Background: an optimization exercise with open tools, aiming at small area, a short achievable clock period and few clock cycles. Do not read the settings as production practice.
Only simulation tests tie the RTL to the original design; equivalence was not proved.

job 5714:
Design surfaceUnit, start of the top module:
module surfaceUnit #(
    parameter int FRAC_BITS   = 16,
    parameter int CHECKER_BIT = 18
) (
    input  logic        clk,
    input  logic        resetn,
    input  logic        addInput,
    input  surfacePkg::fixedT       rayOrigX,
    input  surfacePkg::fixedT       rayOrigY,
    input  surfacePkg::fixedT       rayOrigZ,
    input  surfacePkg::fixedT       rayDirX,
    input  surfacePkg::fixedT       rayDirY,
    input  surfacePkg::fixedT       rayDirZ,
    input  surfacePkg::pixelT       pixelX,
    input  surfacePkg::pixelT       pixelY,
    input  surfacePkg::bounceT      bounceLevel,
    input  surfacePkg::colorT       lastColor,
    output logic        fifoFull,
    output logic        rayStart,
    input  logic        hitValid,
    input  surfacePkg::fixedT       hitT,
    input  surfacePkg::primIndexT   hitPrim,
    input  surfacePkg::surfaceTypeT hitSurface,
    input  surfacePkg::colorT       hitColor,
    input  logic        candDone,
    input  logic        outputFull,
    output logic        valid,
    output surfacePkg::colorT       outColor,
    output surfacePkg::surfaceTypeT outSurface,
    output surfacePkg::primIndexT   outPrim,
    output surfacePkg::fixedT       hitPosX,
    output surfacePkg::fixedT       hitPosY,
    output surfacePkg::fixedT       hitPosZ,
    output surfacePkg::fixedT       shadowDirX,
    output surfacePkg::fixedT       shadowDirY,
    output surfacePkg::fixedT       shadowDirZ,
    output surfacePkg::pixelT       outPixelX,
    output surfacePkg::pixelT       outPixelY,
    output surfacePkg::bounceT      outBounce,
    output surfacePkg::colorT       outLastColor,
    input  logic        cfgWrite,
    input  surfacePkg::cfgAddrT     cfgAddr,
    input  logic [31:0] cfgData
);
For scale: about 4700 cells after synthesis, roughly 1500 flip-flops, roughly 0.068 mm2 of cells after synthesis.
==> flow/config.mk <==
export PLATFORM = sky130hd
export DESIGN_NAME = surfaceUnit
export DESIGN_NICKNAME = surfaceUnit
export VERILOG_FILES = /design/flow/design.v
export SDC_FILE = /design/flow/constraint.sdc
export NUM_CORES = 4
export LEC_CHECK = 0
export ABC_CLOCK_PERIOD_IN_PS = 3000
export CAP_MARGIN = 20
export CORE_MARGIN = 2
export CORE_UTILIZATION = 40
export PLACE_DENSITY = 0.6
export SLEW_MARGIN = 20
==> flow/constraint.sdc <==
create_clock -name core_clock -period 11.0 [get_ports {clk}]
set_input_delay 2.2000 -clock core_clock [delete_from_list [all_inputs] [get_ports {clk}]]
set_output_delay 2.2000 -clock core_clock [all_outputs]
set_load 0.01 [all_outputs]
standard.sh (not shown) runs the stock make flow with config.mk's settings and CLKGATE_MAP_FILE= SYNTH_SCRIPT=/design/flow/synth_recipe.tcl, a recipe that flattens the netlist after the stock synthesis.
==> flow/flow/run.sh <==
#!/bin/bash
# Standard layout, with timing repair aiming for extra setup slack
# (the clock period and constraints are the design's, unchanged).
set -o pipefail
cp standard.sh standard_sh_copy.log 2>/dev/null
export SETUP_SLACK_MARGIN=7
# Port buffers: the smallest plain buffer instead of the default pick
export BUFFER_PORTS_ARGS="-buffer_cell sky130_fd_sc_hd__buf_1"
bash standard.sh > standard_flow.log 2>&1
Job 5714 ended with every stage complete and zero timing, DRC or antenna violations.
Testbench counts of job 5714, summed over its fixed seeds: cycles 9,983.
Input changes introduced in job 1348 (baseline for comparison: job 5714):
- CTS_CLUSTER_DIAMETER: unset -> 80
- CORE_UTILIZATION: 40 -> 58
- CTS_CLUSTER_SIZE: unset -> 30
- PLACE_DENSITY: 0.6 -> 0.72
--- outcome ---
Job 1348: no failed stages, no open violations at the end
Job 5714 | status: complete | timing, DRC, antenna: pass
Compare job 5714 and job 1348 | number of tap cells added at floorplan higher: job 5714
For job 5714, the highest routing layer actually used was met5, unlike job 1348, where it was met4.
Comparing job 5714 and job 1348, the higher final clock period utilization by the worst path is on job 1348.
Route | job 1348 vs job 5714 | wire shorter in job 1348
Die area: job 5714 and job 1348 compared, higher one is job 5714
Per the comparison of job 1348 with job 5714, final hold slack shows an increase of 0.010 ns; design area shows a reduction of about 5%; final weighted congestion of routability-driven global placement shows an increase of 4.2%; global-route usage shows an increase of 6.8 points.
Taking job 5714 as the reference, in job 1348 critical path depth now sits lower; count of clock-buffer cells in the layout now sits lower.
Input-level comparison between job 8572 and job 1348:
- PLACE_DENSITY: 0.72 -> 0.6
- CTS_CLUSTER_SIZE: 30 -> unset
- CORE_UTILIZATION: 58 -> 40
- CTS_CLUSTER_DIAMETER: 80 -> unset
--- a/flow/flow/run.sh
+++ b/flow/flow/run.sh
@@ -6,3 +6 @@
-export SETUP_SLACK_MARGIN=7
-# Port buffers: the smallest plain buffer instead of the default pick
-export BUFFER_PORTS_ARGS="-buffer_cell sky130_fd_sc_hd__buf_1"
+export SETUP_SLACK_MARGIN=8
Changes observed in job 8572 relative to job 1348: count of H-tree levels built during CTS +1; area enclosed by the die boundary rose by about 44%; number of post-CTS setup repair buffers increased 211. The final reports for job 8572 and job 1348 show clock period minus final worst setup slack lower in the former. On job 8572: growth of design area from synthesis to finish is 23 points higher than what job 1348 gave. For total area of sequential cells, job 8572 and job 1348 come out practically identical. What job 8572 reported for routed wire length has to be multiplied by 0.79 to get the figure for job 1348. Required time at the worst-slack endpoint, job 8572 and job 1348: larger value in job 8572.
Relative to job 8572, the following input files were edited for job 8282:
- ABC_CLOCK_PERIOD_IN_PS removed (was 3000)
- CORE_UTILIZATION changed from 40 to 58
- ABC_AREA newly set to 1
- PLACE_DENSITY changed from 0.6 to 0.72
--- a/flow/flow/run.sh
+++ b/flow/flow/run.sh
@@ -6 +6,3 @@
-export SETUP_SLACK_MARGIN=8
+export SETUP_SLACK_MARGIN=7
+# Port buffers: the smallest plain buffer instead of the default pick
+export BUFFER_PORTS_ARGS="-buffer_cell sky130_fd_sc_hd__buf_1"
Notes after the runs:
- Global-route wire length before repair is higher on job 8572
- NOTE non-clock buffer total of the final layout job 8572->job 8282 decreased by more than a quarter
- Across both runs, inverter count was higher for job 8282 than for job 8572.
- Diff job 8572 -> job 8282 | routed metal-1 wirelength | down by more than 10%
- Job 8282 packs its core more tightly than job 8572.
- Taking job 8572 as the reference, in job 8282 fraction of layout cells with a size suffix above 1 went down 24 points; wire length on met3 went down about 15%; die area went down 0.053 mm2.
What job 5221 does differently from job 8282 at the input level:
- PLACE_DENSITY now 0.6, was 0.72
- CORE_UTILIZATION now 40, was 58
- ABC_CLOCK_PERIOD_IN_PS now 3000, previously not set
- ABC_AREA no longer set, was 1
--- a/flow/flow/run.sh
+++ b/flow/flow/run.sh
@@ -7,2 +6,0 @@
-# Port buffers: the smallest plain buffer instead of the default pick
-export BUFFER_PORTS_ARGS="-buffer_cell sky130_fd_sc_hd__buf_1"
Results
Job 5221 does worse than job 8282 on wire length reported by the detailed router.
In job 5221, data required time of the worst path is lower than in job 8282.
Last element of the critical path = i_mul.r826: job 8282; last element of the critical path = hitPosY[22]: job 5221
Of job 5221 and job 8282, the run reporting the lower met2 demand-to-capacity share in global routing was job 5221.
Compare job 5221 and job 8282 | cell area after placement lower: job 8282

* * *

## old
Starting RTL as in the previous note.
Settings: LEC_CHECK=0, ABC_CLOCK_PERIOD_IN_PS=3000, CAP_MARGIN=20, CORE_MARGIN=2, CORE_UTILIZATION=40, PLACE_DENSITY=0.6, SETUP_SLACK_MARGIN=5, SLEW_MARGIN=20; clock period 11.0 ns.
run.sh (not shown) runs the stock make flow with config.mk's settings and CLKGATE_MAP_FILE= SYNTH_SCRIPT=/design/flow/synth_recipe.tcl, a recipe that flattens the netlist after the stock synthesis.
Stock flow here: none of the scripts above is used.
old: PASS, flow complete, no timing, DRC or antenna violations
Testbench counts of old, summed over its fixed seeds: cycles 9,983.
Here is what was changed in the inputs of new compared with old.
Settings: CORE_UTILIZATION: 40 -> 58; PLACE_DENSITY: 0.6 -> 0.72; SETUP_SLACK_MARGIN: 5 -> unset.
==> flow/flow/run.sh (new file) <==
#!/bin/bash
# Standard layout, with timing repair aiming for extra setup slack
# (the clock period and constraints are the design's, unchanged).
set -o pipefail
cp standard.sh standard_sh_copy.log 2>/dev/null
export SETUP_SLACK_MARGIN=7
# Port buffers: the smallest plain buffer instead of the default pick
export BUFFER_PORTS_ARGS="-buffer_cell sky130_fd_sc_hd__buf_1"
bash standard.sh > standard_flow.log 2>&1
==> flow/standard.sh (new file) <==
#!/bin/bash
# synth_recipe.tcl (not shown) runs the flow's synth.tcl, then flattens the netlist and writes it again
# the make line also repeats each setting of config.mk as NAME=value (left out here)
make -C /OpenROAD-flow-scripts/flow DESIGN_CONFIG=/design/flow/config.mk WORK_HOME=/design/flow/orfs CLKGATE_MAP_FILE= SYNTH_SCRIPT=/design/flow/synth_recipe.tcl "${@:-finish}"
removed: flow/run.sh
Results
Via count went up slightly going from old to new. For old, the launching instance or port of the critical path was i_mul.r776$_DFF_P_, unlike new, where it was i_mul.r768$_DFF_P_. new | stages: all done | timing, DRC, antenna: all pass. Summary — period utilization, new relative to old: lower, by 2.6 points. Diff new..old | sequential fraction of the synthesis area | unchanged. In new, the number of buffers created by CTS came out 10 below the value in old.

[re-timing with driven ports]
The results above use ideal ports. As a check the final layouts listed here were re-extracted and re-timed, cells and wires unchanged.
Step 1 (the two cells are an assumption about what drives the block):
set clk [get_ports {clk}]
set_driving_cell -lib_cell sky130_fd_sc_hd__clkbuf_16 $clk
set_driving_cell -lib_cell sky130_fd_sc_hd__buf_2 [delete_from_list [all_inputs] $clk]
Step 2 moves the port delays by t, midway between the first and last clock arrival at a register: inputs arrive t later, outputs are due t later. That takes back most of the time a late clock gives input paths.
Slacks: ideal / step 1 / step 2; pairs: ideal / step 1.
run	t, ns	setup slack, ns	clock arrival spread, ns
job 5714	0.889	6.971 / 6.971 / 6.585	0.070 / 0.070
job 1348	0.748	6.948 / 6.948 / 6.922	0.054 / 0.055
job 8572	0.885	6.956 / 6.956 / 6.956	0.065 / 0.065
job 8282	0.846	7.036 / 7.036 / 6.574	0.056 / 0.056
job 5221	0.879	7.006 / 6.980 / 6.647	0.042 / 0.042
old	0.866	6.719 / 6.719 / 6.647	0.040 / 0.040
new	0.827	7.003 / 7.003 / 6.893	0.070 / 0.070
After both steps every run listed still meets setup and hold. The setup slack of job 8282, which loses most, moves by 0.000 ns with the drivers and by -0.462 ns with both steps. Setup slack includes reset recovery checks.
